What follows belongs to an exercise in optimizing a design on an open flow for small area, a short achievable clock period and few clock cycles; a production flow would make more cautious choices. At most, simulation tests tie the RTL to the original design; equivalence was not proved. No functional check of the RTL was part of run 7. Power and IR drop assume default switching activity.

<file path="flow/config.mk">
export PLATFORM = sky130hd
export DESIGN_NAME = matrix_saddle_point_count
export DESIGN_NICKNAME = matrix_saddle_point_count
export VERILOG_FILES = /design/flow/design.v
export SDC_FILE = /design/flow/constraint.sdc
export NUM_CORES = 4
export LEC_CHECK = 0
export CAP_MARGIN = 20
export CORE_MARGIN = 2
export CORE_UTILIZATION = 35
export CTS_CLUSTER_DIAMETER = 80
export CTS_CLUSTER_SIZE = 30
export PLACE_DENSITY = 0.5
export SETUP_SLACK_MARGIN = 5
export SLEW_MARGIN = 20
export SYNTH_MEMORY_MAX_BITS = 16384
</file>
<file path="flow/flow/run.sh">
#!/bin/bash
set -euo pipefail
sed -e 's/SETUP_SLACK_MARGIN=[0-9.]*/SETUP_SLACK_MARGIN=5.5/' standard.sh > standard_tight.sh
bash standard_tight.sh > standard.log 2>&1
</file>
<file path="flow/standard.sh">
#!/bin/bash
# synth_recipe.tcl (not shown) runs the flow's synth.tcl, then flattens the netlist and writes it again
# the make line also repeats each setting of config.mk as NAME=value (left out here)
make -C /OpenROAD-flow-scripts/flow DESIGN_CONFIG=/design/flow/config.mk WORK_HOME=/design/flow/orfs CLKGATE_MAP_FILE= SYNTH_SCRIPT=/design/flow/synth_recipe.tcl "${@:-finish}"
</file>
<file path="flow/constraint.sdc">
create_clock -name core_clock -period 8.0 [get_ports {clk_i}]
set_input_delay 1.6000 -clock core_clock [delete_from_list [all_inputs] [get_ports {clk_i}]]
set_output_delay 1.6000 -clock core_clock [all_outputs]
set_load 0.01 [all_outputs]
</file>
<file path="flow/design.v">
package msp_pkg;
  localparam int DATA_W    = 32;
  localparam int CFG_W     = 5;
  localparam int CFG_IDX_W = 1;
  localparam int COUNT_W   = 10;
  localparam int MAX_DIM   = 8;
  localparam int IDX_W     = 3;
endpackage
module msp_ctrl (
  input  logic                         clk_i,
  input  logic                         rst_ni,
  input  logic                         in_valid_i,
  output logic                         in_ready_o,
  input  logic                         cfg_we_i,
  input  logic [msp_pkg::CFG_IDX_W-1:0] cfg_idx_i,
  input  logic [msp_pkg::CFG_W-1:0]    cfg_data_i,
  input  logic                         last_a_i,
  input  logic                         cnt_valid_d_i,
  output logic                         take_o,
  output logic                         first_row_o,
  output logic                         first_col_o,
  output logic                         last_col_o,
  output logic                         last_o,
  output logic [msp_pkg::MAX_DIM-1:0]  col_oh_o
);
  localparam int IW = msp_pkg::IDX_W;
  logic [IW-1:0] rm1_q, cm1_q, rm1_d, cm1_d;    
  logic [IW-1:0] row_q, col_q, row_d, col_d;    
  logic          ready_q;    
  logic          last_pos_d;
  logic [msp_pkg::CFG_W-1:0] cfg_m1;
  logic [IW-1:0]             cfg_eff_m1;
  assign cfg_m1 = cfg_data_i - 5'd1;
  always_comb begin
    if (cfg_data_i == 5'd0)      cfg_eff_m1 = 3'd0;
    else if (cfg_data_i > 5'd8)  cfg_eff_m1 = 3'd7;
    else                         cfg_eff_m1 = cfg_m1[IW-1:0];
  end
  assign take_o      = in_valid_i && ready_q;
  assign first_row_o = (row_q == '0);
  assign first_col_o = (col_q == '0);
  assign last_col_o  = (col_q == cm1_q);
  assign last_o      = last_col_o && (row_q == rm1_q);
  logic one_col;
  assign one_col     = (cm1_q == 3'd0);
  always_comb begin
    col_oh_o = '0;
    col_oh_o[col_q] = 1'b1;
  end
  logic lp_cur, lp_next, lp_cfg, cfg_small, busy, stall_d;
  assign lp_cur    = last_o;
  assign cfg_small = (cfg_data_i[4:1] == 4'd0);
  always_comb begin
    if (last_o)          lp_next = (rm1_q == 3'd0) && (cm1_q == 3'd0);
    else if (last_col_o) lp_next = (row_q + 3'd1 == rm1_q) && (cm1_q == 3'd0);
    else                 lp_next = (row_q == rm1_q) && (col_q + 3'd1 == cm1_q);
  end
  assign lp_cfg = cfg_small && ((cfg_idx_i == 1'b0) ? (cm1_q == 3'd0) : (rm1_q == 3'd0));
  always_comb begin
    rm1_d = rm1_q;
    cm1_d = cm1_q;
    row_d = row_q;
    col_d = col_q;
    if (cfg_we_i) begin
      if (cfg_idx_i == 1'b0) rm1_d = cfg_eff_m1;
      else                   cm1_d = cfg_eff_m1;
      row_d = '0;
      col_d = '0;
    end else if (take_o) begin
      if (last_col_o) begin
        col_d = '0;
        row_d = (row_q == rm1_q) ? '0 : row_q + 3'd1;
      end else begin
        col_d = col_q + 3'd1;
      end
    end
    last_pos_d = cfg_we_i ? lp_cfg : (take_o ? lp_next : lp_cur);
    busy    = cnt_valid_d_i || (take_o && last_o) || last_a_i;
    stall_d = (last_pos_d && busy) || (take_o && one_col && !cfg_we_i);
  end
  always_ff @(posedge clk_i or negedge rst_ni) begin
    if (!rst_ni) begin
      rm1_q   <= 3'd3;
      cm1_q   <= 3'd3;
      row_q   <= '0;
      col_q   <= '0;
      ready_q <= 1'b0;
    end else begin
      rm1_q   <= rm1_d;
      cm1_q   <= cm1_d;
      row_q   <= row_d;
      col_q   <= col_d;
      ready_q <= !stall_d;
    end
  end
  assign in_ready_o = ready_q;
endmodule
module msp_cmp #(
  parameter int W = 32
) (
  input  logic [W-1:0] a_i,
  input  logic [W-1:0] b_i,
  output logic         gt_o,
  output logic         eq_o
);
  logic [W-1:0] g, e;
  always_comb begin
    g = a_i & ~b_i;
    e = ~(a_i ^ b_i);
    g[W-1] = ~a_i[W-1] & b_i[W-1];
    for (int n = W / 2; n >= 1; n = n / 2) begin
      for (int k = 0; k < n; k++) begin
        g[k] = g[2*k+1] | (e[2*k+1] & g[2*k]);
        e[k] = e[2*k+1] & e[2*k];
      end
    end
  end
  assign gt_o = g[0];
  assign eq_o = e[0];
endmodule
module msp_datapath (
  input  logic                               clk_i,
  input  logic                               rst_ni,
  input  logic [msp_pkg::DATA_W-1:0]         elem_value_i,
  input  logic                               take_i,
  input  logic                               first_row_i,
  input  logic                               first_col_i,
  input  logic                               last_col_i,
  input  logic                               last_i,
  input  logic [msp_pkg::MAX_DIM-1:0]        col_oh_i,
  input  logic                               cnt_ready_i,
  output logic                               cnt_valid_o,
  output logic                               cnt_valid_d_o,
  output logic                               last_a_o,
  output logic [msp_pkg::COUNT_W-1:0]        count_o
);
  localparam int DW = msp_pkg::DATA_W;
  localparam int N  = msp_pkg::MAX_DIM;
  localparam int IW = msp_pkg::IDX_W;
  logic          va_q;
  logic [DW-1:0] xa_q;
  logic          a_first_row_q, a_first_col_q, a_last_col_q, a_last_q;
  logic [N-1:0]  a_col_q;
  logic [IW-1:0] a_col_bin;
  always_ff @(posedge clk_i or negedge rst_ni) begin
    if (!rst_ni) va_q <= 1'b0;
    else         va_q <= take_i;
  end
  always_ff @(posedge clk_i) begin
    xa_q          <= elem_value_i;
    a_first_row_q <= first_row_i;
    a_first_col_q <= first_col_i;
    a_last_col_q  <= last_col_i;
    a_last_q      <= last_i;
    a_col_q       <= col_oh_i;
  end
  always_comb begin
    a_col_bin = '0;
    for (int j = 0; j < N; j++) begin
      if (a_col_q[j]) a_col_bin = IW'(j);
    end
  end
  logic [DW-1:0] cmin_q [N];
  logic [DW-1:0] cmax_q [N];
  logic [N-1:0]  ka_q, kb_q;           
  logic [DW-1:0] rmax_q, rmin_q;       
  logic [IW-1:0] jmax_q, jmin_q;       
  logic          umax_q, umin_q;       
  logic          nmax_q, nmin_q;       
  logic [DW-1:0] cmin_rd, cmax_rd;
  always_comb begin
    cmin_rd = '0;
    cmax_rd = '0;
    for (int j = 0; j < N; j++) begin
      cmin_rd |= cmin_q[j] & {DW{a_col_q[j]}};
      cmax_rd |= cmax_q[j] & {DW{a_col_q[j]}};
    end
  end
  logic gt_rmax, eq_rmax, lt_rmin, eq_rmin;
  logic lt_cmin, eq_cmin, gt_cmax, eq_cmax;
  msp_cmp #(.W(DW)) u_cmp_rmax (.a_i(xa_q),    .b_i(rmax_q),  .gt_o(gt_rmax), .eq_o(eq_rmax));
  msp_cmp #(.W(DW)) u_cmp_rmin (.a_i(rmin_q),  .b_i(xa_q),    .gt_o(lt_rmin), .eq_o(eq_rmin));
  msp_cmp #(.W(DW)) u_cmp_cmin (.a_i(cmin_rd), .b_i(xa_q),    .gt_o(lt_cmin), .eq_o(eq_cmin));
  msp_cmp #(.W(DW)) u_cmp_cmax (.a_i(xa_q),    .b_i(cmax_rd), .gt_o(gt_cmax), .eq_o(eq_cmax));
  logic a_new_rmax, a_new_rmin;
  assign a_new_rmax = a_first_col_q || gt_rmax;
  assign a_new_rmin = a_first_col_q || lt_rmin;
  always_ff @(posedge clk_i) begin
    if (va_q) begin
      if (a_new_rmax) begin
        rmax_q <= xa_q;
        jmax_q <= a_col_bin;
      end
      if (a_new_rmin) begin
        rmin_q <= xa_q;
        jmin_q <= a_col_bin;
      end
      umax_q <= a_new_rmax || (!eq_rmax && umax_q);
      umin_q <= a_new_rmin || (!eq_rmin && umin_q);
    end
  end
  logic          vb_q;
  logic [DW-1:0] xb_q;
  logic          b_first_row_q, b_first_col_q, b_last_col_q, b_last_q;
  logic [IW-1:0] b_col_q;
  logic          b_new_rmax_q, b_new_rmin_q;
  logic          b_lt_cmin_q, b_eq_cmin_q, b_gt_cmax_q, b_eq_cmax_q;
  always_ff @(posedge clk_i or negedge rst_ni) begin
    if (!rst_ni) vb_q <= 1'b0;
    else         vb_q <= va_q;
  end
  always_ff @(posedge clk_i) begin
    xb_q          <= xa_q;
    b_first_row_q <= a_first_row_q;
    b_first_col_q <= a_first_col_q;
    b_last_col_q  <= a_last_col_q;
    b_last_q      <= a_last_q;
    b_col_q       <= a_col_bin;
    b_new_rmax_q  <= a_new_rmax;
    b_new_rmin_q  <= a_new_rmin;
    b_lt_cmin_q   <= lt_cmin;
    b_eq_cmin_q   <= eq_cmin;
    b_gt_cmax_q   <= gt_cmax;
    b_eq_cmax_q   <= eq_cmax;
  end
  logic          new_cmin, new_cmax, nmax_f, nmin_f;
  logic [N-1:0]  ka_d, kb_d;
  logic          cnt_a, cnt_b;
  assign new_cmin = b_first_row_q || b_lt_cmin_q;
  assign new_cmax = b_first_row_q || b_gt_cmax_q;
  assign nmax_f   = b_new_rmax_q ? new_cmin : nmax_q;
  assign nmin_f   = b_new_rmin_q ? new_cmax : nmin_q;
  always_comb begin
    ka_d = ka_q;
    kb_d = kb_q;
    if (vb_q) begin
      if (b_first_row_q && b_first_col_q) begin
        ka_d = '0;
        kb_d = '0;
      end
      if (new_cmin || b_eq_cmin_q) ka_d[b_col_q] = 1'b0;
      if (new_cmax || b_eq_cmax_q) kb_d[b_col_q] = 1'b0;
      if (b_last_col_q) begin
        if (umax_q && nmax_f) ka_d[jmax_q] = 1'b1;
        if (umin_q && nmin_f) kb_d[jmin_q] = 1'b1;
      end
    end
  end
  assign cnt_a = |ka_d;
  assign cnt_b = |kb_d;
  always_ff @(posedge clk_i) begin
    if (vb_q) begin
      nmax_q <= nmax_f;
      nmin_q <= nmin_f;
      for (int j = 0; j < N; j++) begin
        if (b_col_q == IW'(j)) begin
          if (new_cmin) cmin_q[j] <= xb_q;
          if (new_cmax) cmax_q[j] <= xb_q;
        end
      end
    end
    ka_q <= ka_d;
    kb_q <= kb_d;
  end
  logic       cv_q, cv_d;
  logic [1:0] cnt_q;
  assign cv_d = (vb_q && b_last_q) || (cv_q && !cnt_ready_i);
  always_ff @(posedge clk_i or negedge rst_ni) begin
    if (!rst_ni) cv_q <= 1'b0;
    else         cv_q <= cv_d;
  end
  always_ff @(posedge clk_i) begin
    if (vb_q && b_last_q) cnt_q <= {cnt_a && cnt_b, cnt_a ^ cnt_b};
  end
  assign cnt_valid_o   = cv_q;
  assign cnt_valid_d_o = cv_d;
  assign last_a_o      = va_q && a_last_q;
  assign count_o       = {{(msp_pkg::COUNT_W - 2){1'b0}}, cnt_q};
endmodule
module matrix_saddle_point_count #(
  parameter int MAX_ROWS = 8,
  parameter int MAX_COLS = 8
) (
  input  logic                              clk_i,
  input  logic                              rst_ni,
  input  logic                              elem_valid_i,
  output logic                              elem_ready_o,
  input  logic signed [msp_pkg::DATA_W-1:0] elem_value_i,
  output logic                              count_valid_o,
  input  logic                              count_ready_i,
  output logic [msp_pkg::COUNT_W-1:0]       count_o,
  input  logic                              cfg_we_i,
  input  logic [msp_pkg::CFG_IDX_W-1:0]     cfg_idx_i,
  input  logic [msp_pkg::CFG_W-1:0]         cfg_data_i
);
  logic                       take, first_row, first_col, last_col, last;
  logic [msp_pkg::MAX_DIM-1:0] col_oh;
  logic                       last_a, cnt_valid_d;
  msp_ctrl u_ctrl (
    .clk_i         (clk_i),
    .rst_ni        (rst_ni),
    .in_valid_i    (elem_valid_i),
    .in_ready_o    (elem_ready_o),
    .cfg_we_i      (cfg_we_i),
    .cfg_idx_i     (cfg_idx_i),
    .cfg_data_i    (cfg_data_i),
    .last_a_i      (last_a),
    .cnt_valid_d_i (cnt_valid_d),
    .take_o        (take),
    .first_row_o   (first_row),
    .first_col_o   (first_col),
    .last_col_o    (last_col),
    .last_o        (last),
    .col_oh_o      (col_oh)
  );
  msp_datapath u_datapath (
    .clk_i         (clk_i),
    .rst_ni        (rst_ni),
    .elem_value_i  (elem_value_i),
    .take_i        (take),
    .first_row_i   (first_row),
    .first_col_i   (first_col),
    .last_col_i    (last_col),
    .last_i        (last),
    .col_oh_i      (col_oh),
    .cnt_ready_i   (count_ready_i),
    .cnt_valid_o   (count_valid_o),
    .cnt_valid_d_o (cnt_valid_d),
    .last_a_o      (last_a),
    .count_o       (count_o)
  );
endmodule
</file>
==> impl_results.md, run 1 <==
- Setup TNS Final: 0 ns
- Routed len/inst: 26.3 um
- Register share of total power: 56.4%
- GPL Wtd Cong: 0.775
- Most common cell after layout, fill and taps aside: edfxtp_1
- Final setup vio count: 0
- Area Growth Syn to Fin: 19.0%
- Post-synthesis sequential area ratio: 73.4%
- H-tree levels: 2
- Clk pwr share: 29.5%
- CP bufs+invs: 1
- Worst hold path class: flop to flop
- Core ar.: 77600 um2
- # port buffers: 46
- CTS clk-pin slew, worst paths: 0.11 ns
- Die Y-Extent: 284 um
- TritonCTS Buffers: 37
- CP startpoint: u_datapath.cv_q$_DFF_PN0_
- Full die area: 80700 um2
- Crit path kind: flop to output pin
- Synthesized flop and latch total: 709
- Max-cap check violation count: 0
- Switching part of the total: 27.4%
- Fin crit share: 34.1%
- Cells on worst reg2reg path: 9
- Worst path cell trace: buf_2
- Most frequent cells in the layout: 588 x edfxtp_1, 250 x a22oi_1, 136 x ha_1
- GR Overflow Total: 0
- Cell Area, Synth: 27500 um2
- Crit path depth: 1
- CP Capture Type: output pin
- Clk sinks: 709
- CTS tree: done
- Worst clock skew: 0.0323 ns
- Final ANT Viol Nets: 0
- Residual DRC: 0
- Routed WL: 78600 um
- # hold bufs at CTS: 0
- Worst EP required: 6.40 ns
- Status: complete, no violations
- Fin crit period: 2.73 ns
- Std-Cell Rows: 102
- DR vias/cell: 5.42
- HP Start: u_datapath.a_last_col_q$_DFF_P_
- CP max-delay cell: dfrtp_1
- Layout Nets: 2111
- Initial antenna violation count: 2
- Maximum VDD drop: 0.126 mV
- Io pins: 55
- Cells after synthesis: 1754
- Share of layout cells above drive strength 1: 18.7%
- Combinational share of power: 14.1%
- First-pass GRT wire length: 112000 um
- Pwr per Cell Area: 235 nW/um2
- Die X: 284 um
- Yosys cell types: 63
- Worst EP arrival: 1.13 ns
- Fmax: 0.366 GHz
- Maximum clock path buffer count: 3
- Synth top area cells: edfxtp_1 64%, dfxtp_1 7.7%, a22oi_1 7.0%
- Worst skew pair latency: 0.61 ns
- RSZ-0062 raised after global routing: true
- Final instance area: 32700 um2
- Syn Area/Cell: 15.7 um2
- Worst r2r src: u_datapath.a_col_q[3]$_DFF_P_
- Vias: 16200
- Largest area contributor in the netlist: edfxtp_1
- TritonRoute pass-1 iters: 5
- Pint: 5.59 mW
- Final Hold Viols: 0
- FFs w/ async S/R, synth: 2.26%
- Startpoint Class: flop
- Worst Path Max Fanout: 2
- Synth Flop Type: edfxtp_1
- Synth top area share: 64.3%
- Detailed placement HPWL: 42100 um
- Worst hold path cell count: 0
- Starting Density: 35.4%
- Area of placed instances: 29400 um2
- Yosys warns: 5
- Cell family with most CP delay: flip-flops
- Number of global-route vias before repair: 16200
- Slowest stage delay, CP: 0.40 ns
- Finished Layout Cells: 2988
- Post-synth EDFFs: 588
- Worst Max-Slew Pin Slew: 0.799 ns
- DR iter-0 viols: 1531
- Slew margin rel.: 46.8%
- Power, Total: 7.69 mW
- Root Driver: clkbuf_16
- Inst Count DP: 2808
- Psw: 2.11 mW
- Total GRT Usage: 19.0%
- Largest net degree at the start of global routing: 36
- Final Max Tran Viols: 0
- Pleak: 11.2 nW
-- repair_timing --
item / CTS / global route
endpoints found under the setup margin: 86 / 88
buffers inserted: 75 / 25
resized for setup: 176 / 47
cloned: 7 / 4
pin swaps: 32 / 34
-- worst paths after layout --
path / slack, ns / endpoint
worst min register to register: 0.33 / u_datapath.b_last_col_q$_DFF_P_
min in group asynchronous: 1.43 / u_datapath.cv_q$_DFF_PN0_
max in group asynchronous: 6.07 / u_datapath.vb_q$_DFF_PN0_
worst max-delay path: 5.27 / count_valid_o
worst min-delay path: 0.33 / u_datapath.b_last_col_q$_DFF_P_
worst max register to register: 5.35 / u_datapath.b_gt_cmax_q$_DFF_P_
-- sequential cells by signal (all words and copies together), names as in the netlist, 2 cells and up --
signal and flops:
u_datapath.cmin_q 256, u_datapath.ka_q 8, u_datapath.a_col_q 8, u_ctrl.row_q 3
u_ctrl.col_q 3, u_datapath.kb_q 8, u_datapath.cmax_q 256, u_datapath.xb_q 32
u_datapath.cnt_q 2, u_datapath.jmin_q 3, u_datapath.xa_q 32, u_datapath.rmin_q 32
u_ctrl.rm1_q 3, u_datapath.b_col_q 3, u_datapath.jmax_q 3, u_ctrl.cm1_q 3
u_datapath.rmax_q 32
-- power by group through the flow --
stage | Clock, mW | Combinational [mW] | Sequential (mW)
global placement | 0 | 0.851 | 4.44
finish | 2.27 | 1.09 | 4.34
global route | 2.45 | 1.18 | 4.36
CTS | 2.33 | 1.03 | 4.34
floorplan | 0 | 0.535 | 4.36
detailed placement | 0 | 0.856 | 4.44
-- through the flow --
stage | hold slack (ns) | utilization [%] | setup WS [ns]
floorplan | 0.310 | - | 5.05
global placement | 0.311 | 37.9 | 4.27
detailed placement | 0.316 | 37.9 | 4.31
CTS | 0.334 | 41.5 | 5.24
global route | 0.337 | 42.1 | 5.22
finish | 0.328 | 42.1 | 5.27
-- routing by layer --
metal,routed length [um],track usage (%),share of wire [%],up-vias
li1,-,-,-,7262
met1,33500,25.3,43,8308
met2,38500,32.0,49,516
met3,4510,3.06,5.7,110
met4,2160,5.36,2.7,0
met5,0,0,0,-
-- worst register-to-register path, stage by stage (launching register included) --
cell,delay [ns]
dfxtp_4,0.48
buf_8,0.32
a22oi_1,0.19
and4_1,0.23
ha_1,0.29
a21o_1,0.16
a21o_1,0.18
a221oi_2,0.25
o31ai_2,0.14
a221o_1,0.30
-- Yosys cell counts, types with 3 or more instances --
library cell	count
edfxtp_1	588
xor2_1	5
a21oi_1	59
a32o_1	7
nand2_1	59
ha_1	150
a211oi_1	7
nand3_1	21
a221oi_1	3
and3_1	4
nand3b_1	3
nor2_1	56
o311ai_0	4
nand2b_1	6
o211ai_1	4
buf_1	20
nor3_1	9
o41ai_1	3
o31ai_1	4
nor4_1	7
buf_4	9
a22o_1	3
dfxtp_1	105
nor2b_1	7
o21ai_0	28
dfrtp_1	12
a22oi_1	256
a21o_1	26
inv_1	94
or4_1	3
xnor2_1	6
and4_1	37
a221o_1	3
nor4b_1	4
buf_2	4
and2_1	6
clkbuf_1	40
nand4_1	56
dfstp_2	4
-- final cells by class --
type                    count  area (um2)
flip-flops and latches    709       20300
repair buffers            191        2140
inverters                  94         355
diodes                      2        5.00
clock inverters            23         304
clock buffers              44         962
fillers                  7062       44900
multi-input cells         885        7320
well taps                1040        1300
-- cells by family after synthesis --
| group | after synthesis | share of synthesized area [%] |
|---|---|---|
| AOI/OAI and AO/OA | 426 | 11.1 |
| xor gates and xnor gates | 11 | 0.351 |
| adders and majority gates | 152 | 6.90 |
| buffers and inverters | 167 | 2.42 |
| DFF | 709 | 73.4 |
| other | 1 | 0.0136 |
| and+or+nand+nor | 288 | 5.85 |
Testbench counts, summed over its fixed seeds: cycles 3,948.
==> inputs of run 2 (changes only) <==
==> flow/run.sh (new file) <==
#!/bin/bash
# synth_recipe.tcl (not shown) runs the flow's synth.tcl, then flattens the netlist and writes it again
# the make line also repeats each setting of config.mk as NAME=value (left out here)
make -C /OpenROAD-flow-scripts/flow DESIGN_CONFIG=/design/flow/config.mk WORK_HOME=/design/flow/orfs CLKGATE_MAP_FILE= SYNTH_SCRIPT=/design/flow/synth_recipe.tcl finish
removed: flow/flow/run.sh
removed: flow/standard.sh
==> impl_results.md, run 2 <==
- Pwr per Cell Area: 242 nW/um2
- Final instance area: 30900 um2
- Worst EP arrival: 3.46 ns
- R2r setup slk: 5.02 ns
- Synth top area cells: edfxtp_1 64%, dfxtp_1 7.7%, a22oi_1 7.0%
- Worst hold path cell count: 0
- Initial antenna violation count: 0
- Final setup vio count: 0
- Worst clock skew: 0.0184 ns
- Max-cap check violation count: 0
- Fmax: 0.336 GHz
- Fillers: 7229
- Clk pwr share: 30.1%
- Maximum VDD drop: 0.147 mV
- DR vias/cell: 5.41
- RSZ-0062 raised after global routing: true
- Core ar.: 77600 um2
- Most common cell in the netlist: edfxtp_1
- Register share of total power: 58.0%
- Die Y-Extent: 284 um
- Share of layout cells above drive strength 1: 8.33%
- Residual DRC: 0
- Syn Area/Cell: 15.7 um2
- Register area: 20200 um2
- Number of global-route vias before repair: 15900
- Synth Flop Type: edfxtp_1
- Synth top area share: 64.3%
- Routed WL: 73900 um
- Most frequent cells in the layout: 588 x edfxtp_1, 256 x a22oi_1, 148 x ha_1
- Final Hold Viols: 0
- Multi-input logic area: 6890 um2
- FFs w/ async S/R, synth: 2.26%
- H-tree levels: 2
- First-pass GRT wire length: 108000 um
- CTS clk-pin slew, worst paths: 0.11 ns
- Cells after synthesis: 1754
- Switching part of the total: 26.3%
- Pleak: 10.5 nW
- Cell Area, Synth: 27500 um2
- Pint: 5.52 mW
- Inst Count DP: 2810
- Starting Density: 35.4%
- Clk sinks: 709
- Finished Layout Cells: 2877
- Setup TNS Final: 0 ns
- Std-Cell Rows: 102
- CP Capture Type: flop
- GR Overflow Total: 0
- Synth top cells by count: 588 x edfxtp_1, 256 x a22oi_1, 150 x ha_1
- CTS tree: done
- TritonRoute pass-1 iters: 5
- Most common cell after layout, fill and taps aside: edfxtp_1
- R2R Path End: u_datapath.b_gt_cmax_q$_DFF_P_
- Total GRT Usage: 18.0%
- Hold worst-path end: u_datapath.b_first_row_q$_DFF_P_
- Root Driver: clkbuf_16
- Full die area: 80700 um2
- Fin util: 39.8%
- Combinational share of power: 11.9%
- Vias: 15600
- Largest registers: u_datapath.cmax_q: 256 flops, u_datapath.cmin_q: 256 flops
- Cells on worst reg2reg path: 10
- Synthesized flop and latch total: 709
- Final Max Tran Viols: 0
- Final ANT Viol Nets: 0
- Post-synthesis sequential area ratio: 73.4%
- Psw: 1.97 mW
- Worst r2r src: u_datapath.a_col_q[3]$_DFF_P_
- GPL Wtd Cong: 0.816
- Status: complete, no violations
- # hold bufs at CTS: 0
- Maximum clock path buffer count: 3
- Io pins: 55
- Layout Nets: 2004
- Worst EP required: 8.48 ns
- Area of placed instances: 29400 um2
- Crit path kind: flop to flop
- Slew margin rel.: 40.8%
- Largest area contributor in the netlist: edfxtp_1
- Ant diodes: 0
- Post-synth EDFFs: 588
- Fin crit share: 37.2%
- Yosys cell types: 63
- Worst hold path class: flop to flop
- Routed len/inst: 25.7 um
- Detailed placement HPWL: 41300 um
- DR iter-0 viols: 1408
- TritonCTS Buffers: 35
- Worst Path Max Fanout: 43
- Yosys warns: 5
- Largest net degree at the start of global routing: 44
- Startpoint Class: flop
- Worst skew pair latency: 0.59 ns
- Worst Max-Slew Pin Slew: 0.882 ns
- Hold WS: 0.336 ns
- Fin crit period: 2.98 ns
- HP Start: u_datapath.a_first_row_q$_DFF_P_
- Die X: 284 um
- # port buffers: 46
- Area Growth Syn to Fin: 12.5%
## run 2: repair_timing
action	CTS	global route
cloned	0	1
hold endpoints to repair	0	0
pin swaps	2	2
setup endpoints to repair	71	61
gates resized for setup	50	20
buffers inserted	2	1
## run 2: worst max-delay path by stage
stage | from | endpoint | slack (ns) | depth (start not counted)
after floorplan | u_datapath.vb_q$_DFF_PN0_ | u_datapath.cmax_q[2][0]$_DFFE_PP_ | 5.05 | 6
after global placement | u_datapath.xa_q[14]$_DFF_P_ | u_datapath.jmin_q[0]$_DFFE_PP_ | 4.08 | 8
after detailed placement | u_datapath.xa_q[14]$_DFF_P_ | u_datapath.jmin_q[1]$_DFFE_PP_ | 4.13 | 8
after CTS | u_datapath.xa_q[13]$_DFF_P_ | u_datapath.jmin_q[1]$_DFFE_PP_ | 5.01 | 8
after global routing | u_datapath.a_col_q[1]$_DFF_P_ | u_datapath.b_gt_cmax_q$_DFF_P_ | 4.90 | 10
final | u_datapath.a_col_q[3]$_DFF_P_ | u_datapath.b_gt_cmax_q$_DFF_P_ | 5.02 | 10
## run 2: per-layer routing
metal	track usage [%]	wire length [um]	vias up
met2	31.5	37000	358
met1	24.0	32400	8089
li1	-	-	7034
met4	4.64	1660	0
met3	1.84	2880	84
met5	0	0	-
## run 2: critical path: stages (launching register included)
cell	delay, ns
dfxtp_2	0.34
buf_6	0.27
buf_12	0.34
a22oi_1	0.15
and4_1	0.24
ha_1	0.31
a21oi_1	0.13
o21ai_0	0.18
a221oi_1	0.40
o31ai_2	0.16
a221o_1	0.32
## run 2: cell families after synthesis
logic type / Yosys count / share of synthesized area, %
buffers and inverters: 167 / 2.42
flip-flops: 709 / 73.4
other: 1 / 0.0136
AO/OA/AOI/OAI: 426 / 11.1
AND/OR/NAND/NOR: 288 / 5.85
adder cells (fa/ha/maj): 152 / 6.90
XOR/XNOR: 11 / 0.351
## run 2: final cells by class
class / instances / share of cell area [%]
inverters: 94 / 1.14
clock buffers: 43 / 3.14
multi-input cells: 885 / 22.3
repair buffers: 86 / 3.07
clock inverters: 20 / 0.882
well taps: 1040 / 4.21
flip-flops and latches: 709 / 65.3
## run 2: metrics by stage
stage,total power [mW],worst slack (ns)
floorplan,4.89,5.05
global placement,5.28,4.08
detailed placement,5.29,4.13
CTS,7.54,5.01
global route,7.78,4.90
finish,7.49,5.02
## run 2: power by group through the flow
stage | Sequential, mW | Combinational (mW) | Clock, mW
3_5_place_dp | 4.42 | 0.864 | 0
5_1_grt | 4.37 | 0.994 | 2.42
6_report | 4.34 | 0.893 | 2.25
4_1_cts | 4.34 | 0.888 | 2.31
2_1_floorplan | 4.36 | 0.527 | 0
3_3_place_gp | 4.42 | 0.858 | 0
==> inputs of run 3 (changes only) <==
==> flow/flow/run.sh (new file) <==
#!/bin/bash
set -euo pipefail
sed -e 's/SETUP_SLACK_MARGIN=[0-9.]*/SETUP_SLACK_MARGIN=5.4/' standard.sh > standard_tight.sh
bash standard_tight.sh > standard.log 2>&1
==> flow/standard.sh (new file) <==
#!/bin/bash
# synth_recipe.tcl (not shown) runs the flow's synth.tcl, then flattens the netlist and writes it again
# the make line also repeats each setting of config.mk as NAME=value (left out here)
make -C /OpenROAD-flow-scripts/flow DESIGN_CONFIG=/design/flow/config.mk WORK_HOME=/design/flow/orfs CLKGATE_MAP_FILE= SYNTH_SCRIPT=/design/flow/synth_recipe.tcl "${@:-finish}"
removed: flow/run.sh
==> impl_results.md, run 3 <==
- Status: complete, no violations
- Number of global-route vias before repair: 16100
- Syn Area/Cell: 15.7 um2
- Hold WS: 0.339 ns
- Largest registers: u_datapath.cmax_q: 256 flops, u_datapath.cmin_q: 256 flops
- Largest area contributor in the netlist: edfxtp_1
- Total GRT Usage: 18.6%
- Register share of total power: 56.6%
- Vias: 16000
- Slowest stage delay, CP: 0.38 ns
- Final setup vio count: 0
- Root Driver: clkbuf_16
- Setup TNS Final: 0 ns
- Synth top area cells: edfxtp_1 64%, dfxtp_1 7.7%, a22oi_1 7.0%
- Die Y-Extent: 284 um
- First-pass GRT wire length: 111000 um
- Largest net degree at the start of global routing: 38
- Initial antenna violation count: 0
- Synth top cells by count: 588 x edfxtp_1, 256 x a22oi_1, 150 x ha_1
- Pwr per Cell Area: 239 nW/um2
- Synth Flop Type: edfxtp_1
- Io pins: 55
- Post-synth EDFFs: 588
- Post-synthesis sequential area ratio: 73.4%
- Fin crit share: 34.0%
- Worst Slack Setup Final: 5.28 ns
- Final ANT Viol Nets: 0
- Cells after synthesis: 1754
- Most common cell in the netlist: edfxtp_1
- Slew margin rel.: 44.8%
- Max-cap check violation count: 0
- GPL Wtd Cong: 0.799
- Worst clock skew: 0.0324 ns
- Worst EP arrival: 1.12 ns
- CTS tree: done
- Fillers: 7111
- Die X: 284 um
- Worst Path Max Fanout: 1
- Dpl ws: 4.52 ns
- Core ar.: 77600 um2
- Worst Max-Slew Pin Slew: 0.827 ns
- Synth top area share: 64.3%
- Share of layout cells above drive strength 1: 15.8%
- Crit path kind: flop to output pin
- Switching part of the total: 26.7%
- Worst skew pair latency: 0.61 ns
- Detailed placement HPWL: 42600 um
- Area of placed instances: 29400 um2
- # port buffers: 46
- Cell Area, Synth: 27500 um2
- Worst EP required: 6.40 ns
- DR iter-0 viols: 1541
- Yosys warns: 5
- Maximum VDD drop: 0.153 mV
- Routed len/inst: 26.1 um
- Final instance area: 32100 um2
- Clk sinks: 709
- Register area: 20300 um2
- Routed WL: 76600 um
- Full die area: 80700 um2
- FFs w/ async S/R, synth: 2.26%
- RSZ-0062 raised after global routing: true
- Clk pwr share: 30.3%
- Worst hold path class: flop to flop
- Maximum clock path buffer count: 3
- Ant diodes: 0
- Synthesized flop and latch total: 709
- Final Max Tran Viols: 0
- Psw: 2.05 mW
- Final Hold Viols: 0
- CTS clk-pin slew, worst paths: 0.10 ns
- # hold bufs at CTS: 0
- DR vias/cell: 5.42
- Starting Density: 35.4%
- Fmax: 0.368 GHz
- Cell family with most CP delay: flip-flops
- CP Capture Type: output pin
- Startpoint Class: flop
- TritonCTS Buffers: 36
- Most frequent cells in the layout: 588 x edfxtp_1, 250 x a22oi_1, 139 x ha_1
- CP bufs+invs: 1
- Residual DRC: 0
- GR Overflow Total: 0
- CP max-delay cell: edfxtp_1
- Multi-input logic area: 7280 um2
- Fin crit period: 2.72 ns
- Yosys cell types: 63
- Area Growth Syn to Fin: 17.0%
- TritonRoute pass-1 iters: 8
- Combinational share of power: 13.2%
- Worst path cell trace: buf_2
- Pleak: 11.0 nW
- Layout Nets: 2066
- H-tree levels: 2
- Most common cell after layout, fill and taps aside: edfxtp_1
- Pint: 5.63 mW
- Std-Cell Rows: 102
run 3: area by class of cell:
type,instances,area share (%)
Clock buffer,43,3.01
Clock inverter,23,1.05
Inverter,94,1.10
Multi-Input combinational cell,885,22.6
Sequential cell,709,63.1
Tap cell,1040,4.05
Timing Repair Buffer,147,5.10
run 3: stage by stage:
step	total power, mW	utilization (%)	std cells
after CTS	7.68	40.7	2916
after detailed placement	5.30	37.9	2812
final	7.68	41.4	2941
after global placement	5.29	37.9	2812
after floorplan	4.89	-	1761
after global routing	7.96	41.4	2941
run 3: what timing repair did:
item                       4_1_cts  5_1_grt
setup buffers                   32       22
gates cloned                     6        3
setup endpoints to repair       83      100
pin swaps                       24       39
gates resized for setup        146       69
run 3: routing by layer:
layer	global-route usage [%]	up-vias	routed length (um)
met2	32.2	453	37600
met4	3.68	0	1320
met3	2.00	69	3560
met1	25.5	8272	34100
met5	0	-	0
li1	-	7158	-
run 3: worst paths after layout:
check                                            startpoint                          endpoint  slack, ns  cells after the start
max reg2reg                  u_datapath.jmax_q[0]$_DFFE_PP_     u_datapath.cnt_q[0]$_DFFE_PP_       5.37                      7
max in group asynchronous                            rst_ni         u_datapath.vb_q$_DFF_PN0_       6.05                      1
min reg2reg                u_datapath.a_first_row_q$_DFF_P_  u_datapath.b_first_row_q$_DFF_P_       0.34                      0
min                        u_datapath.a_first_row_q$_DFF_P_  u_datapath.b_first_row_q$_DFF_P_       0.34                      0
max                           u_datapath.cnt_q[1]$_DFFE_PP_                        count_o[1]       5.28                      1
min in group asynchronous                            rst_ni         u_datapath.cv_q$_DFF_PN0_       1.44                      1
run 3: logic make-up (layout without fill, tap and decap cells):
| kind of cell | after synthesis | after routing | share of synthesized area (%) |
|---|---|---|---|
| flip-flops | 709 | 709 | 73.4 |
| AO/OA/AOI/OAI | 426 | 426 | 11.1 |
| AND/OR/NAND/NOR | 288 | 288 | 5.85 |
| buffers and inverters | 167 | 307 | 2.42 |
| adder cells (fa/ha/maj) | 152 | 152 | 6.90 |
| XOR/XNOR | 11 | 11 | 0.351 |
| other | 1 | 8 | 0.0136 |
run 3: power groups by stage:
| stage | sequential, mW | combinational [mW] | clock, mW |
|---|---|---|---|
| 2_1_floorplan | 4.36 | 0.533 | 0 |
| 3_3_place_gp | 4.43 | 0.858 | 0 |
| 3_5_place_dp | 4.44 | 0.858 | 0 |
| 4_1_cts | 4.35 | 0.961 | 2.38 |
| 5_1_grt | 4.37 | 1.11 | 2.49 |
| 6_report | 4.35 | 1.01 | 2.32 |
==> inputs of run 4 (changes only) <==
==> flow/flow/run.sh (replaced) <==
#!/bin/bash
set -euo pipefail
sed -e 's/SETUP_SLACK_MARGIN=[0-9.]*/SETUP_SLACK_MARGIN=5.25/' standard.sh > standard_tight.sh
bash standard_tight.sh > standard.log 2>&1
==> impl_results.md, run 4 <==
- Status: complete, no violations
- Root Driver: clkbuf_16
- Final ANT Viol Nets: 0
- Post-synthesis sequential area ratio: 73.4%
- CTS clk-pin slew, worst paths: 0.11 ns
- Crit path kind: flop to flop
- Routed len/inst: 26.1 um
- Synth top area share: 64.3%
- Worst hold path class: flop to flop
- Largest registers: u_datapath.cmax_q: 256 flops, u_datapath.cmin_q: 256 flops
- Maximum clock path buffer count: 3
- Layout Nets: 2017
- RSZ-0062 raised after global routing: true
- # port buffers: 46
- TritonRoute pass-1 iters: 6
- Worst EP required: 8.50 ns
- Setup TNS Final: 0 ns
- Die X: 284 um
- CP max-delay cell: dfxtp_2
- TritonCTS Buffers: 38
- Dpl ws: 4.24 ns
- # hold bufs at CTS: 0
- Area of placed instances: 29400 um2
- Cell Area, Synth: 27500 um2
- Post-synth EDFFs: 588
- Worst Slack Setup Final: 5.18 ns
- Routed WL: 75600 um
- CP bufs+invs: 2
- GR Overflow Total: 0
- Most common cell in the netlist: edfxtp_1
- Hold WS: 0.339 ns
- Yosys warns: 5
- Io pins: 55
- Final Hold Viols: 0
- Slowest stage delay, CP: 0.35 ns
- First-pass GRT wire length: 109000 um
- Most common cell after layout, fill and taps aside: edfxtp_1
- Yosys cell types: 63
- CP Capture Type: flop
- Worst skew pair latency: 0.61 ns
- Fmax: 0.355 GHz
- Share of layout cells above drive strength 1: 10.9%
- Synth top cells by count: 588 x edfxtp_1, 256 x a22oi_1, 150 x ha_1
- Total GRT Usage: 18.3%
- Cell family with most CP delay: compound AO/OA/AOI/OAI gates
- Die Y-Extent: 284 um
- Synth Flop Type: edfxtp_1
- Std-Cell Rows: 102
- Final instance area: 31300 um2
- Pwr per Cell Area: 243 nW/um2
- Fin crit period: 2.82 ns
- Worst path cell trace: buf_12 -> buf_16 -> a22oi_1 -> and4_1 -> ha_1 -> a21oi_1 -> o21ai_1 -> a221oi_2 -> o31ai_2 -> a221o_1
- Syn Area/Cell: 15.7 um2
- Crit path depth: 10
- CTS tree: done
- Final setup vio count: 0
- Multi-input logic area: 6970 um2
- Cells on worst reg2reg path: 10
- Largest net degree at the start of global routing: 50
- Worst EP arrival: 3.32 ns
- Worst Max-Slew Pin Slew: 0.917 ns
- Synth top area cells: edfxtp_1 64%, dfxtp_1 7.7%, a22oi_1 7.0%
- H-tree levels: 2
- Initial antenna violation count: 2
- Vias: 15700
- Worst Path Max Fanout: 31
- Pleak: 10.6 nW
- FFs w/ async S/R, synth: 2.26%
- Number of global-route vias before repair: 15700
- Starting Density: 35.4%
- GPL Wtd Cong: 0.807
- Maximum VDD drop: 0.125 mV
- Fillers: 7098
- DR vias/cell: 5.43
- Worst hold path cell count: 0
- Final Max Tran Viols: 0
- Clk sinks: 709
- Startpoint Class: flop
- Area Growth Syn to Fin: 13.9%
- Residual DRC: 0
- Synthesized flop and latch total: 709
- Detailed placement HPWL: 42800 um
- Largest area contributor in the netlist: edfxtp_1
- Slew margin rel.: 38.7%
- Most frequent cells in the layout: 588 x edfxtp_1, 256 x a22oi_1, 146 x ha_1
- DR iter-0 viols: 1464
- Register area: 20200 um2
- Fin crit share: 35.2%
- Worst clock skew: 0.0385 ns
- Cells after synthesis: 1754
- Full die area: 80700 um2
- Max-cap check violation count: 0
- Core ar.: 77600 um2
run 4: cell counts after synthesis:
Identical to the previous run, type by type.
run 4: area by class of cell:
class | instances | area share, %
flip-flops and latches | 709 | 64.6
inverters | 94 | 1.13
diodes | 1 | 0.00800
well taps | 1040 | 4.16
repair buffers | 96 | 3.60
clock buffers | 41 | 3.14
multi-input cells | 885 | 22.3
clock inverters | 28 | 1.12
run 4: kinds of logic (layout without fill, tap and decap cells):
group | count (synthesis) | in the layout | synth area share (%)
AOI/OAI and AO/OA | 426 | 426 | 11.1
xor gates and xnor gates | 11 | 11 | 0.351
adders and majority gates | 152 | 152 | 6.90
buffers and inverters | 167 | 259 | 2.42
DFF | 709 | 709 | 73.4
other | 1 | 9 | 0.0136
and+or+nand+nor | 288 | 288 | 5.85
run 4: stage by stage:
| stage | util (%) | instances | power, mW |
|---|---|---|---|
| 2_1_floorplan | - | 1761 | 4.89 |
| 3_3_place_gp | 37.8 | 2809 | 5.28 |
| 3_5_place_dp | 37.8 | 2809 | 5.29 |
| 4_1_cts | 40.0 | 2885 | 7.64 |
| 5_1_grt | 40.3 | 2893 | 7.90 |
| 6_report | 40.3 | 2894 | 7.61 |
run 4: final timing paths:
path                                             startpoint                          endpoint  slack, ns
max in group asynchronous                            rst_ni         u_datapath.vb_q$_DFF_PN0_       6.00
hold / removal             u_datapath.a_first_row_q$_DFF_P_  u_datapath.b_first_row_q$_DFF_P_       0.34
hold reg to reg            u_datapath.a_first_row_q$_DFF_P_  u_datapath.b_first_row_q$_DFF_P_       0.34
setup / recovery              u_datapath.a_col_q[3]$_DFF_P_    u_datapath.b_gt_cmax_q$_DFF_P_       5.18
min in group asynchronous                            rst_ni         u_datapath.cv_q$_DFF_PN0_       1.45
setup reg to reg              u_datapath.a_col_q[3]$_DFF_P_    u_datapath.b_gt_cmax_q$_DFF_P_       5.18
run 4: report_power, final:
part           switching, mW  internal [mW]
Clock                   1.34          0.984
Combinational          0.591          0.342
Sequential             0.143           4.21
run 4: metal layers:
layer / wire (um) / vias up / track usage (%)
li1: - / 7065 / -
met1: 33500 / 8180 / 24.7
met2: 37200 / 368 / 31.4
met3: 3260 / 93 / 2.15
met4: 1710 / 0 / 4.24
met5: 0 / - / 0
run 4: what timing repair did:
item	CTS	global route
resized for setup	91	34
buffers inserted	6	5
endpoints found under the setup margin	197	80
pin swaps	5	6
cloned	1	3
==> inputs of run 5 (changes only) <==
==> flow/flow/run.sh (replaced) <==
#!/bin/bash
set -euo pipefail
sed -e 's/SETUP_SLACK_MARGIN=[0-9.]*/SETUP_SLACK_MARGIN=5.35/' standard.sh > standard_tight.sh
bash standard_tight.sh > standard.log 2>&1
==> impl_results.md, run 5 <==
- Most common cell in the netlist: edfxtp_1
- Fin util: 40.9%
- Final setup vio count: 0
- Layout Nets: 2052
- Synth Area in Adders: 6.90%
- Core ar.: 77600 um2
- Synth top cells by count: 588 x edfxtp_1, 256 x a22oi_1, 150 x ha_1
- Max-cap check violation count: 0
- Total GRT Usage: 18.8%
- Mux share of post-synthesis cell area: 0%
- # hold bufs at CTS: 0
- Yosys warns: 5
- Maximum clock path buffer count: 3
- Detailed placement HPWL: 43300 um
- HP Start: u_datapath.a_first_row_q$_DFF_P_
- Initial antenna violation count: 0
- Fin crit share: 34.0%
- Post-synth EDFFs: 588
- Ant diodes: 0
- Area Growth Syn to Fin: 15.6%
- Worst hold path class: flop to flop
- Status: complete, no violations
- R2r setup slk: 5.32 ns
- Pwr per Cell Area: 238 nW/um2
- Most common cell after layout, fill and taps aside: edfxtp_1
- Post-synthesis sequential area ratio: 73.4%
- Crit path kind: flop to output pin
- Cells on worst reg2reg path: 6
- TritonCTS Buffers: 36
- GPL Wtd Cong: 0.833
- FFs w/ async S/R, synth: 2.26%
- Post-Synth XOR/XNOR Area: 0.351%
- CTS tree: done
- Power, Total: 7.56 mW
- Largest registers: u_datapath.cmax_q: 256 flops, u_datapath.cmin_q: 256 flops
- Die X: 284 um
- Hold WS: 0.332 ns
- Clk sinks: 709
- Startpoint Class: flop
- Combinational family with the most area after synthesis: compound AO/OA/AOI/OAI gates
- Final Max Tran Viols: 0
- Cell family with most CP delay: flip-flops
- CP Capture Type: output pin
- Synth Area in Compound Gates: 11.1%
- CP max-delay cell: dfrtp_1
- DR iter-0 viols: 1439
- Cells after synthesis: 1754
- Post-Synth Simple-Gate Area: 5.85%
- CP bufs+invs: 1
- Worst path cell trace: buf_2
- Die Y-Extent: 284 um
- TritonRoute pass-1 iters: 5
- Worst Path Max Fanout: 2
- Largest net degree at the start of global routing: 47
- First-pass GRT wire length: 112000 um
- Slowest stage delay, CP: 0.39 ns
- RSZ-0062 raised after global routing: true
- Worst EP required: 6.40 ns
- Std-Cell Rows: 102
- Worst r2r src: u_datapath.b_gt_cmax_q$_DFF_P_
- Full die area: 80700 um2
- Io pins: 55
- Slew margin rel.: 35.7%
- Vias: 15900
- Yosys cell types: 63
- CTS clk-pin slew, worst paths: 0.11 ns
- DR vias/cell: 5.42
- H-tree levels: 2
- Maximum VDD drop: 0.128 mV
- Starting Density: 35.4%
- Worst EP arrival: 1.12 ns
- # port buffers: 46
- R2R Path End: u_datapath.cnt_q[0]$_DFFE_PP_
- Routed len/inst: 26.9 um
- Worst hold path cell count: 0
- Setup TNS Final: 0 ns
- Crit path depth: 1
- Worst clock skew: 0.0326 ns
- Synth top area cells: edfxtp_1 64%, dfxtp_1 7.7%, a22oi_1 7.0%
- Root Driver: clkbuf_16
- Residual DRC: 0
- Synth Flop Type: edfxtp_1
- Pleak: 10.8 nW
- Most frequent cells in the layout: 588 x edfxtp_1, 253 x a22oi_1, 144 x ha_1
- GR Overflow Total: 0
- Fmax: 0.368 GHz
- Cell Area, Synth: 27500 um2
- Largest area contributor in the netlist: edfxtp_1
- Fin crit period: 2.72 ns
- Synthesized flop and latch total: 709
- Routed WL: 78600 um
- Synth top area share: 64.3%
- Syn Area/Cell: 15.7 um2
- Number of global-route vias before repair: 16000
- Hold worst-path end: u_datapath.b_first_row_q$_DFF_P_
- Final ANT Viol Nets: 0
- Worst skew pair latency: 0.60 ns
- Share of layout cells above drive strength 1: 13.5%
- Worst Max-Slew Pin Slew: 0.962 ns
- Final Hold Viols: 0
==> run 5: cell counts after synthesis <==
No cell type changed its count.
==> run 5: report_power, final <==
part           leakage, nW  internal (mW)  switching (mW)  total (mW)
sequential            6.44           4.21           0.142        4.35
combinational         3.83          0.370           0.615       0.985
clock                0.587          0.929            1.30        2.23
==> run 5: kinds of logic after synthesis <==
kind of cell / Yosys count
XOR/XNOR: 11
AO/OA/AOI/OAI: 426
AND/OR/NAND/NOR: 288
other: 1
buffers and inverters: 167
flip-flops: 709
adder cells (fa/ha/maj): 152
==> run 5: final cells by class <==
type	instances	area, um2
Fill cell	7089	45800
Sequential cell	709	20200
Multi-Input combinational cell	885	7090
Timing Repair Buffer	133	1570
Tap cell	1040	1300
Clock buffer	44	952
Inverter	94	353
Clock inverter	20	264
==> run 5: per-stage QoR <==
step	area (um2)	cells	setup WS, ns
finish	31800	2925	5.28
floorplan	27600	1761	5.05
global route	31800	2925	5.22
global placement	29400	2811	4.25
CTS	31200	2900	5.24
detailed placement	29400	2811	4.27
==> run 5: worst max-delay path by stage <==
stage | end | from | slack [ns]
after floorplan | u_datapath.cmax_q[2][0]$_DFFE_PP_ | u_datapath.vb_q$_DFF_PN0_ | 5.05
after global placement | u_datapath.b_gt_cmax_q$_DFF_P_ | u_datapath.a_col_q[3]$_DFF_P_ | 4.25
after detailed placement | u_datapath.b_gt_cmax_q$_DFF_P_ | u_datapath.a_col_q[3]$_DFF_P_ | 4.27
after CTS | count_valid_o | u_datapath.cv_q$_DFF_PN0_ | 5.24
after global routing | count_o[1] | u_datapath.cnt_q[1]$_DFFE_PP_ | 5.22
final | count_valid_o | u_datapath.cv_q$_DFF_PN0_ | 5.28
==> run 5: layer usage <==
layer | up-vias | track usage [%] | share of wire, %
met3 | 69 | 1.97 | 4.3
met2 | 365 | 32.2 | 49
met1 | 8288 | 25.7 | 45
li1 | 7130 | - | -
met4 | 0 | 4.00 | 1.9
met5 | - | 0 | 0
==> run 5: repair_timing <==
action,4_1_cts,5_1_grt
resized for setup,104,63
endpoints found under the hold margin,0,0
setup buffers,21,19
setup endpoints to repair,191,100
pin swaps,11,34
cloned,4,6
==> inputs of run 6 (changes only) <==
==> flow/flow/run.sh (replaced) <==
#!/bin/bash
set -euo pipefail
sed -e 's/SETUP_SLACK_MARGIN=[0-9.]*/SETUP_SLACK_MARGIN=5.3/' \
    -e 's|"\${@:-finish}"|BUFFER_PORTS_ARGS="-buffer_cell sky130_fd_sc_hd__buf_2" "\${@:-finish}"|' standard.sh > standard_tight.sh
bash standard_tight.sh > standard.log 2>&1
==> impl_results.md, run 6 <==
- Setup TNS Final: 0 ns
- Final ANT Viol Nets: 0
- Startpoint Class: flop
- Most common cell after layout, fill and taps aside: edfxtp_1
- Starting Density: 35.4%
- Worst EP arrival: 1.12 ns
- First-pass GRT wire length: 110000 um
- Synth top area cells: edfxtp_1 64%, dfxtp_1 7.7%, a22oi_1 7.0%
- Routed len/inst: 27.0 um
- Final setup vio count: 0
- Max-cap check violation count: 0
- Vias: 15900
- Metal-1 WL: 35100 um
- GR Overflow Total: 0
- Final Max Tran Viols: 0
- CP Capture Type: output pin
- Most common cell in the netlist: edfxtp_1
- Largest area contributor in the netlist: edfxtp_1
- Final instance area: 31800 um2
- Crit path kind: flop to output pin
- CTS tree: done
- Synth Area in Adders: 6.90%
- H-tree levels: 2
- Io pins: 55
- Number of global-route vias before repair: 15800
- Total GRT Usage: 18.4%
- Area Growth Syn to Fin: 15.7%
- Syn Area/Cell: 15.7 um2
- Post-synth EDFFs: 588
- Fmax: 0.368 GHz
- Fin crit period: 2.72 ns
- Maximum VDD drop: 0.122 mV
- Met2 wire length: 39000 um
- TritonRoute pass-1 iters: 5
- Worst path cell trace: buf_2
- Fin util: 41.0%
- DR iter-0 viols: 1587
- Combinational family with the most area after synthesis: compound AO/OA/AOI/OAI gates
- TritonCTS Buffers: 34
- Largest registers: u_datapath.cmax_q: 256 flops, u_datapath.cmin_q: 256 flops
- Worst Path Max Fanout: 2
- Largest net degree at the start of global routing: 39
- Residual DRC: 0
- # port buffers: 46
- Full die area: 80700 um2
- Worst clock skew: 0.0259 ns
- Fin crit share: 34.0%
- Synth top cells by count: 588 x edfxtp_1, 256 x a22oi_1, 150 x ha_1
- Synth Area in Compound Gates: 11.1%
- Clk sinks: 709
- Worst Max-Slew Pin Slew: 0.783 ns
- Root Driver: clkbuf_16
- FFs w/ async S/R, synth: 2.26%
- GPL Wtd Cong: 0.778
- RSZ-0062 raised after global routing: true
- Initial antenna violation count: 0
- Power, Total: 7.60 mW
- Worst skew pair latency: 0.60 ns
- Maximum clock path buffer count: 3
- Switching part of the total: 26.3%
- Synth Flop Type: edfxtp_1
- Psw: 2.00 mW
- Top Layer Used: met4
- Pwr per Cell Area: 239 nW/um2
- Cell Area, Synth: 27500 um2
- Slew margin rel.: 47.7%
- Status: complete, no violations
- Clk pwr share: 29.7%
- Die Y-Extent: 284 um
- Synth top area share: 64.3%
- Post-Synth Simple-Gate Area: 5.85%
- Slowest stage delay, CP: 0.39 ns
- Synthesized flop and latch total: 709
- Yosys cell types: 63
- Pint: 5.60 mW
- Die X: 284 um
- Met3 Wirelength: 3270 um
- Routed WL: 79000 um
- Pleak: 10.9 nW
- Register share of total power: 57.3%
- Final Hold Viols: 0
- Most frequent cells in the layout: 588 x edfxtp_1, 244 x a22oi_1, 146 x ha_1
- Mux share of post-synthesis cell area: 0%
- Area of placed instances: 29100 um2
- DR vias/cell: 5.44
- Worst EP required: 6.40 ns
- CP max-delay cell: dfrtp_1
- CTS clk-pin slew, worst paths: 0.10 ns
- Post-synthesis sequential area ratio: 73.4%
- Post-Synth XOR/XNOR Area: 0.351%
- Detailed placement HPWL: 42900 um
- Core ar.: 77600 um2
- Worst hold path class: flop to flop
- Yosys warns: 5
- Hold WS: 0.337 ns
- Share of layout cells above drive strength 1: 16.1%
- CP bufs+invs: 1
- Layout Nets: 2053
- Ant diodes: 0
- Cell family with most CP delay: flip-flops
- Std-Cell Rows: 102
- Combinational share of power: 12.9%
- Cells after synthesis: 1754
## run 6: cell count changes in the layout (fill, tap and decap cells not counted), moves of 5 or more
cell	previous run	this run
a22oi_1	253	244
a22oi_2	3	12
buf_12	14	19
buf_2	4	46
buf_4	54	46
clkbuf_16	43	48
clkdlybuf4s50_1	40	0
dfxtp_1	72	67
## run 6: cell type report
class                   count  area (um2)
fillers                  7077       45800
flip-flops and latches    709       20200
multi-input cells         885        7050
repair buffers            136        1590
well taps                1040        1300
clock buffers              43         980
inverters                  94         353
clock inverters            19         270
## run 6: worst register-to-register path, stage by stage, from the launching register on
cell and delay, ns:
dfxtp_1 0.61, or3_1 0.30, nand2_1 0.14, o311ai_0 0.36, o41ai_1 0.20, or4_4 0.57
ha_1 0.29
## run 6: through the flow
| step | std cells | worst slack [ns] |
|---|---|---|
| after floorplan | 1761 | 5.05 |
| after global placement | 2810 | 4.13 |
| after detailed placement | 2810 | 4.07 |
| after CTS | 2887 | 5.24 |
| after global routing | 2926 | 5.22 |
| final | 2926 | 5.28 |
## run 6: logic make-up (layout without fill, tap and decap cells)
logic type,count (synthesis),after routing
flip-flops,709,709
AO/OA/AOI/OAI,426,426
AND/OR/NAND/NOR,288,288
buffers and inverters,167,292
adder cells (fa/ha/maj),152,152
XOR/XNOR,11,11
other,1,8
## run 6: power by group through the flow
stage               Sequential (mW)  Clock, mW  Combinational (mW)
floorplan                      4.36          0               0.533
global placement               4.44          0               0.828
detailed placement             4.45          0               0.837
CTS                            4.36       2.32               0.914
global route                   4.38       2.42                1.07
finish                         4.36       2.26               0.984
## run 6: metal layers
metal	GRT usage (%)	up-vias
met5	0	-
li1	-	7135
met1	25.2	8287
met4	3.59	0
met3	1.86	78
met2	32.0	404
## run 6: path summary, 6_finish.rpt
| kind | from | end | slack [ns] | cells past startpoint |
|---|---|---|---|---|
| hold reg to reg | u_datapath.a_last_col_q$_DFF_P_ | u_datapath.b_last_col_q$_DFF_P_ | 0.34 | 0 |
| max in group asynchronous | rst_ni | u_ctrl.cm1_q[0]$_DFFE_PN1P_ | 6.80 | 1 |
| min in group asynchronous | rst_ni | u_datapath.cv_q$_DFF_PN0_ | 0.90 | 1 |
| setup / recovery | u_datapath.cv_q$_DFF_PN0_ | count_valid_o | 5.28 | 1 |
| hold / removal | u_datapath.a_last_col_q$_DFF_P_ | u_datapath.b_last_col_q$_DFF_P_ | 0.34 | 0 |
| setup reg to reg | u_datapath.b_eq_cmax_q$_DFF_P_ | u_datapath.cnt_q[0]$_DFFE_PP_ | 5.29 | 6 |
## run 6: timing repair
action	in CTS	in global routing
pin swaps	7	16
cloned	4	10
hold buffers	0	0
setup buffers	11	29
setup endpoints to repair	130	63
resized for setup	100	62
==> inputs of run 7 (changes only) <==
--- a/flow/design.v
+++ b/flow/design.v
@@ -16,3 +16,2 @@
   input  logic [msp_pkg::CFG_W-1:0]    cfg_data_i,
-  input  logic                         last_a_i,
   input  logic                         cnt_valid_d_i,
@@ -77,3 +76,3 @@
     last_pos_d = cfg_we_i ? lp_cfg : (take_o ? lp_next : lp_cur);
-    busy    = cnt_valid_d_i || (take_o && last_o) || last_a_i;
+    busy    = cnt_valid_d_i || (take_o && last_o);
     stall_d = (last_pos_d && busy) || (take_o && one_col && !cfg_we_i);
@@ -133,3 +132,2 @@
   output logic                               cnt_valid_d_o,
-  output logic                               last_a_o,
   output logic [msp_pkg::COUNT_W-1:0]        count_o
@@ -248,4 +246,2 @@
   end
-  assign cnt_a = |ka_d;
-  assign cnt_b = |kb_d;
   always_ff @(posedge clk_i) begin
@@ -264,5 +260,23 @@
   end
+  logic          nmax_b, nmin_b, start_a, new_cmin_a, new_cmax_a;
+  logic [N-1:0]  base_a, base_b;
+  logic          other_a, other_b, cur_a, cur_b, row_a, row_b;
+  assign nmax_b     = vb_q ? nmax_f : nmax_q;
+  assign nmin_b     = vb_q ? nmin_f : nmin_q;
+  assign start_a    = a_first_row_q && a_first_col_q;
+  assign new_cmin_a = a_first_row_q || lt_cmin;
+  assign new_cmax_a = a_first_row_q || gt_cmax;
+  assign base_a     = ka_d & {N{!start_a}};
+  assign base_b     = kb_d & {N{!start_a}};
+  assign other_a    = |(base_a & ~a_col_q);
+  assign other_b    = |(base_b & ~a_col_q);
+  assign cur_a      = |(base_a & a_col_q);
+  assign cur_b      = |(base_b & a_col_q);
+  assign row_a      = a_new_rmax ? new_cmin_a : (!eq_rmax && umax_q && nmax_b);
+  assign row_b      = a_new_rmin ? new_cmax_a : (!eq_rmin && umin_q && nmin_b);
+  assign cnt_a      = row_a || other_a || (cur_a && !new_cmin_a && !eq_cmin);
+  assign cnt_b      = row_b || other_b || (cur_b && !new_cmax_a && !eq_cmax);
   logic       cv_q, cv_d;
   logic [1:0] cnt_q;
-  assign cv_d = (vb_q && b_last_q) || (cv_q && !cnt_ready_i);
+  assign cv_d = (va_q && a_last_q) || (cv_q && !cnt_ready_i);
   always_ff @(posedge clk_i or negedge rst_ni) begin
@@ -272,3 +286,3 @@
   always_ff @(posedge clk_i) begin
-    if (vb_q && b_last_q) cnt_q <= {cnt_a && cnt_b, cnt_a ^ cnt_b};
+    if (va_q && a_last_q) cnt_q <= {cnt_a && cnt_b, cnt_a ^ cnt_b};
   end
@@ -276,3 +290,2 @@
   assign cnt_valid_d_o = cv_d;
-  assign last_a_o      = va_q && a_last_q;
   assign count_o       = {{(msp_pkg::COUNT_W - 2){1'b0}}, cnt_q};
@@ -297,3 +310,3 @@
   logic [msp_pkg::MAX_DIM-1:0] col_oh;
-  logic                       last_a, cnt_valid_d;
+  logic                       cnt_valid_d;
   msp_ctrl u_ctrl (
@@ -306,3 +319,2 @@
     .cfg_data_i    (cfg_data_i),
-    .last_a_i      (last_a),
     .cnt_valid_d_i (cnt_valid_d),
@@ -328,3 +340,2 @@
     .cnt_valid_d_o (cnt_valid_d),
-    .last_a_o      (last_a),
     .count_o       (count_o)
==> flow/flow/run.sh (replaced) <==
#!/bin/bash
set -euo pipefail
sed -e 's/SETUP_SLACK_MARGIN=[0-9.]*/SETUP_SLACK_MARGIN=5.3/' standard.sh > standard_tight.sh
bash standard_tight.sh > standard.log 2>&1
==> impl_results.md, run 7 <==
- Fin crit period: 3.49 ns
- FFs w/ async S/R, synth: 2.26%
- Number of global-route vias before repair: 16900
- CTS clk-pin slew, worst paths: 0.10 ns
- Root Driver: clkbuf_16
- Post-Synth Simple-Gate Area: 6.51%
- Maximum VDD drop: 0.136 mV
- Max-cap check violation count: 0
- Worst skew pair latency: 0.60 ns
- Yosys warns: 5
- Power, Total: 7.54 mW
- Worst hold path cell count: 0
- # hold bufs at CTS: 0
- Worst Max-Slew Pin Slew: 0.835 ns
- Cells on worst reg2reg path: 13
- DR vias/cell: 5.60
- Synthesized flop and latch total: 708
- CP Capture Type: flop
- RSZ-0062 raised after global routing: true
- Fmax: 0.287 GHz
- Initial antenna violation count: 3
- GPL Wtd Cong: 0.868
- R2r setup slk: 4.51 ns
- Maximum clock path buffer count: 3
- CTS tree: done
- Post-Synth XOR/XNOR Area: 0.409%
- Total GRT Usage: 20.5%
- Synth Area in Adders: 6.77%
- Clk sinks: 708
- Combinational family with the most area after synthesis: compound AO/OA/AOI/OAI gates
- # port buffers: 46
- Share of layout cells above drive strength 1: 17.5%
- R2R Path End: u_datapath.cnt_q[0]$_DFFE_PP_
- Status: complete, no violations
- Worst Path Max Fanout: 7
- CP startpoint: u_datapath.a_col_q[0]$_DFF_P_
- Worst EP arrival: 3.84 ns
- Full die area: 81800 um2
- Synth top area cells: edfxtp_1 63%, dfxtp_1 7.6%, a22oi_1 7.0%
- GR Overflow Total: 0
- Pleak: 11.3 nW
- Yosys cell types: 70
- Io pins: 55
- Syn Area/Cell: 15.2 um2
- Die Y-Extent: 286 um
- Hold worst-path end: u_datapath.b_last_col_q$_DFF_P_
- Slew margin rel.: 43.9%
- Worst r2r src: u_datapath.a_col_q[0]$_DFF_P_
- Starting Density: 35.3%
- Layout Nets: 2165
- Fillers: 7031
- Largest net degree at the start of global routing: 41
- Synth Area in Compound Gates: 11.4%
- Synth Flop Type: edfxtp_1
- H-tree levels: 2
- Worst hold path class: flop to flop
- Std-Cell Rows: 103
- Startpoint Class: flop
- Worst EP required: 8.36 ns
- Vias: 17100
- Routed WL: 85000 um
- Final ANT Viol Nets: 0
- Core ar.: 78900 um2
- Fin crit share: 43.6%
- First-pass GRT wire length: 121000 um
- Synth top cells by count: 586 x edfxtp_1, 260 x a22oi_1, 149 x ha_1
- Crit path kind: flop to flop
- Most common cell in the netlist: edfxtp_1
- Cell Area, Synth: 27800 um2
- HP Start: u_datapath.a_last_col_q$_DFF_P_
- Final setup vio count: 0
- Detailed placement HPWL: 44600 um
- Final Max Tran Viols: 0
- Die X: 286 um
- Routed len/inst: 27.9 um
- TritonCTS Buffers: 36
- Pwr per Cell Area: 227 nW/um2
- Worst clock skew: 0.0250 ns
- Area Growth Syn to Fin: 19.3%
- Mux share of post-synthesis cell area: 0.0719%
- Largest registers: u_datapath.cmax_q: 256 flops, u_datapath.cmin_q: 256 flops
- TritonRoute pass-1 iters: 5
- Setup TNS Final: 0 ns
- DR iter-0 viols: 1620
- Cells after synthesis: 1831
- Largest area contributor in the netlist: edfxtp_1
- Residual DRC: 0
- Ant diodes: 0
- Synth top area share: 63.2%
- Most common cell after layout, fill and taps aside: edfxtp_1
- Final Hold Viols: 0
- Most frequent cells in the layout: 586 x edfxtp_1, 232 x a22oi_1, 139 x ha_1
- Post-synth EDFFs: 586
- Post-synthesis sequential area ratio: 72.3%
## run 7: how the worst max path moves through the flow
stage                                                    to  cells past startpoint
after floorplan           u_datapath.cmax_q[1][0]$_DFFE_PP_                      3
after global placement        u_datapath.cnt_q[0]$_DFFE_PP_                     12
after detailed placement      u_datapath.cnt_q[0]$_DFFE_PP_                     13
after CTS                     u_datapath.cnt_q[0]$_DFFE_PP_                     12
after global routing          u_datapath.cnt_q[0]$_DFFE_PP_                     13
final                         u_datapath.cnt_q[0]$_DFFE_PP_                     13
## run 7: layer usage
layer / part of all wire [%] / track usage [%]
met1: 43 / 28.1
met2: 48 / 34.6
met3: 5.8 / 2.62
met4: 2.6 / 5.04
met5: 0 / 0
## run 7: stage by stage
| step | hold WS [ns] | worst slack [ns] | cell area (um2) | util, % | cells |
|---|---|---|---|---|---|
| 5_1_grt | 0.338 | 4.44 | 33200 | 42.1 | 3048 |
| 3_3_place_gp | 0.319 | 3.38 | 29900 | 37.8 | 2896 |
| 3_5_place_dp | 0.313 | 3.26 | 29900 | 37.8 | 2896 |
| 6_report | 0.333 | 4.51 | 33200 | 42.1 | 3048 |
| 4_1_cts | 0.335 | 4.52 | 32500 | 41.3 | 3024 |
| 2_1_floorplan | 0.310 | 4.47 | 28200 | - | 1838 |
## run 7: worst max-delay path, cell delays in order (launching register included)
cell and delay [ns]:
dfxtp_4 0.53, buf_6 0.18, buf_16 0.14, a22oi_1 0.10
and4_1 0.23, ha_4 0.27, and4_4 0.22, nand2_4 0.06
or4_4 0.45, nand2b_4 0.18, nor3_4 0.23, nor4_1 0.09
a211o_1 0.28, ha_2 0.25
## run 7: cells by family (layout without fill, tap and decap cells)
family / count (synthesis) / count (layout)
XOR/XNOR: 13 / 13
AND/OR/NAND/NOR: 323 / 324
adder cells (fa/ha/maj): 151 / 151
buffers and inverters: 179 / 338
other: 1 / 8
flip-flops: 708 / 708
multiplexers: 2 / 2
AO/OA/AOI/OAI: 454 / 454
## run 7: what timing repair did
| action | in CTS | in global routing |
|---|---|---|
| setup endpoints to repair | 86 | 85 |
| pin swaps | 35 | 44 |
| gates resized for setup | 155 | 87 |
| setup buffers | 50 | 19 |
| gates cloned | 15 | 5 |
## run 7: area by class of cell
cell class | instances | area (um2) | share of cell area (%)
Clock inverter | 22 | 256 | 0.773
Tap cell | 1050 | 1310 | 3.96
Multi-Input combinational cell | 952 | 7820 | 23.6
Inverter | 99 | 379 | 1.14
Clock buffer | 41 | 951 | 2.86
Timing Repair Buffer | 176 | 2270 | 6.85
Sequential cell | 708 | 20200 | 60.9
## run 7: where the power goes
group          internal [mW]  total [mW]  switching, mW
sequential              4.17        4.31          0.134
clock                  0.952        2.21           1.26
combinational          0.406        1.02          0.612

[port drivers added, routing unchanged]
How much do the figures lean on ideal ports? The routed layouts below were timed once more, with nothing changed but the port constraints. Step 1: set_driving_cell puts a clkbuf_16 on clk_i and a buf_2 on each other input, an assumption about the parent block. Step 2 times the ports against the registers' clock, not the clock port: input delays grow and output delays shrink by t, the midpoint of the rising clock arrivals with the driver on. a / b / c = ideal / step 1 / step 2; a / b = the first two.
run	shift t [ns]	setup slack, ns	worst hold slack (ns)	clock arrival spread, ns	slew at the worst register clock pin (ns)
run 1	0.657	5.269 / 5.211 / 4.928	0.328 / 0.328 / 0.328	0.033 / 0.033	0.11 / 0.11
run 2	0.645	5.021 / 5.021 / 4.520	0.336 / 0.336 / 0.336	0.022 / 0.022	0.11 / 0.11
run 3	0.655	5.284 / 5.221 / 4.834	0.339 / 0.339 / 0.339	0.033 / 0.033	0.12 / 0.12
run 4	0.648	5.181 / 5.181 / 4.753	0.339 / 0.339 / 0.339	0.042 / 0.042	0.12 / 0.12
run 5	0.643	5.279 / 5.221 / 4.852	0.332 / 0.332 / 0.332	0.034 / 0.034	0.11 / 0.11
run 6	0.645	5.282 / 5.225 / 5.052	0.337 / 0.337 / 0.337	0.027 / 0.027	0.12 / 0.12
run 7	0.654	4.513 / 4.513 / 4.513	0.333 / 0.333 / 0.333	0.025 / 0.026	0.12 / 0.12
After both steps every run listed still meets setup and hold. The setup slack of run 2, which loses most, moves by 0.000 ns with the drivers and by -0.501 ns with both steps.
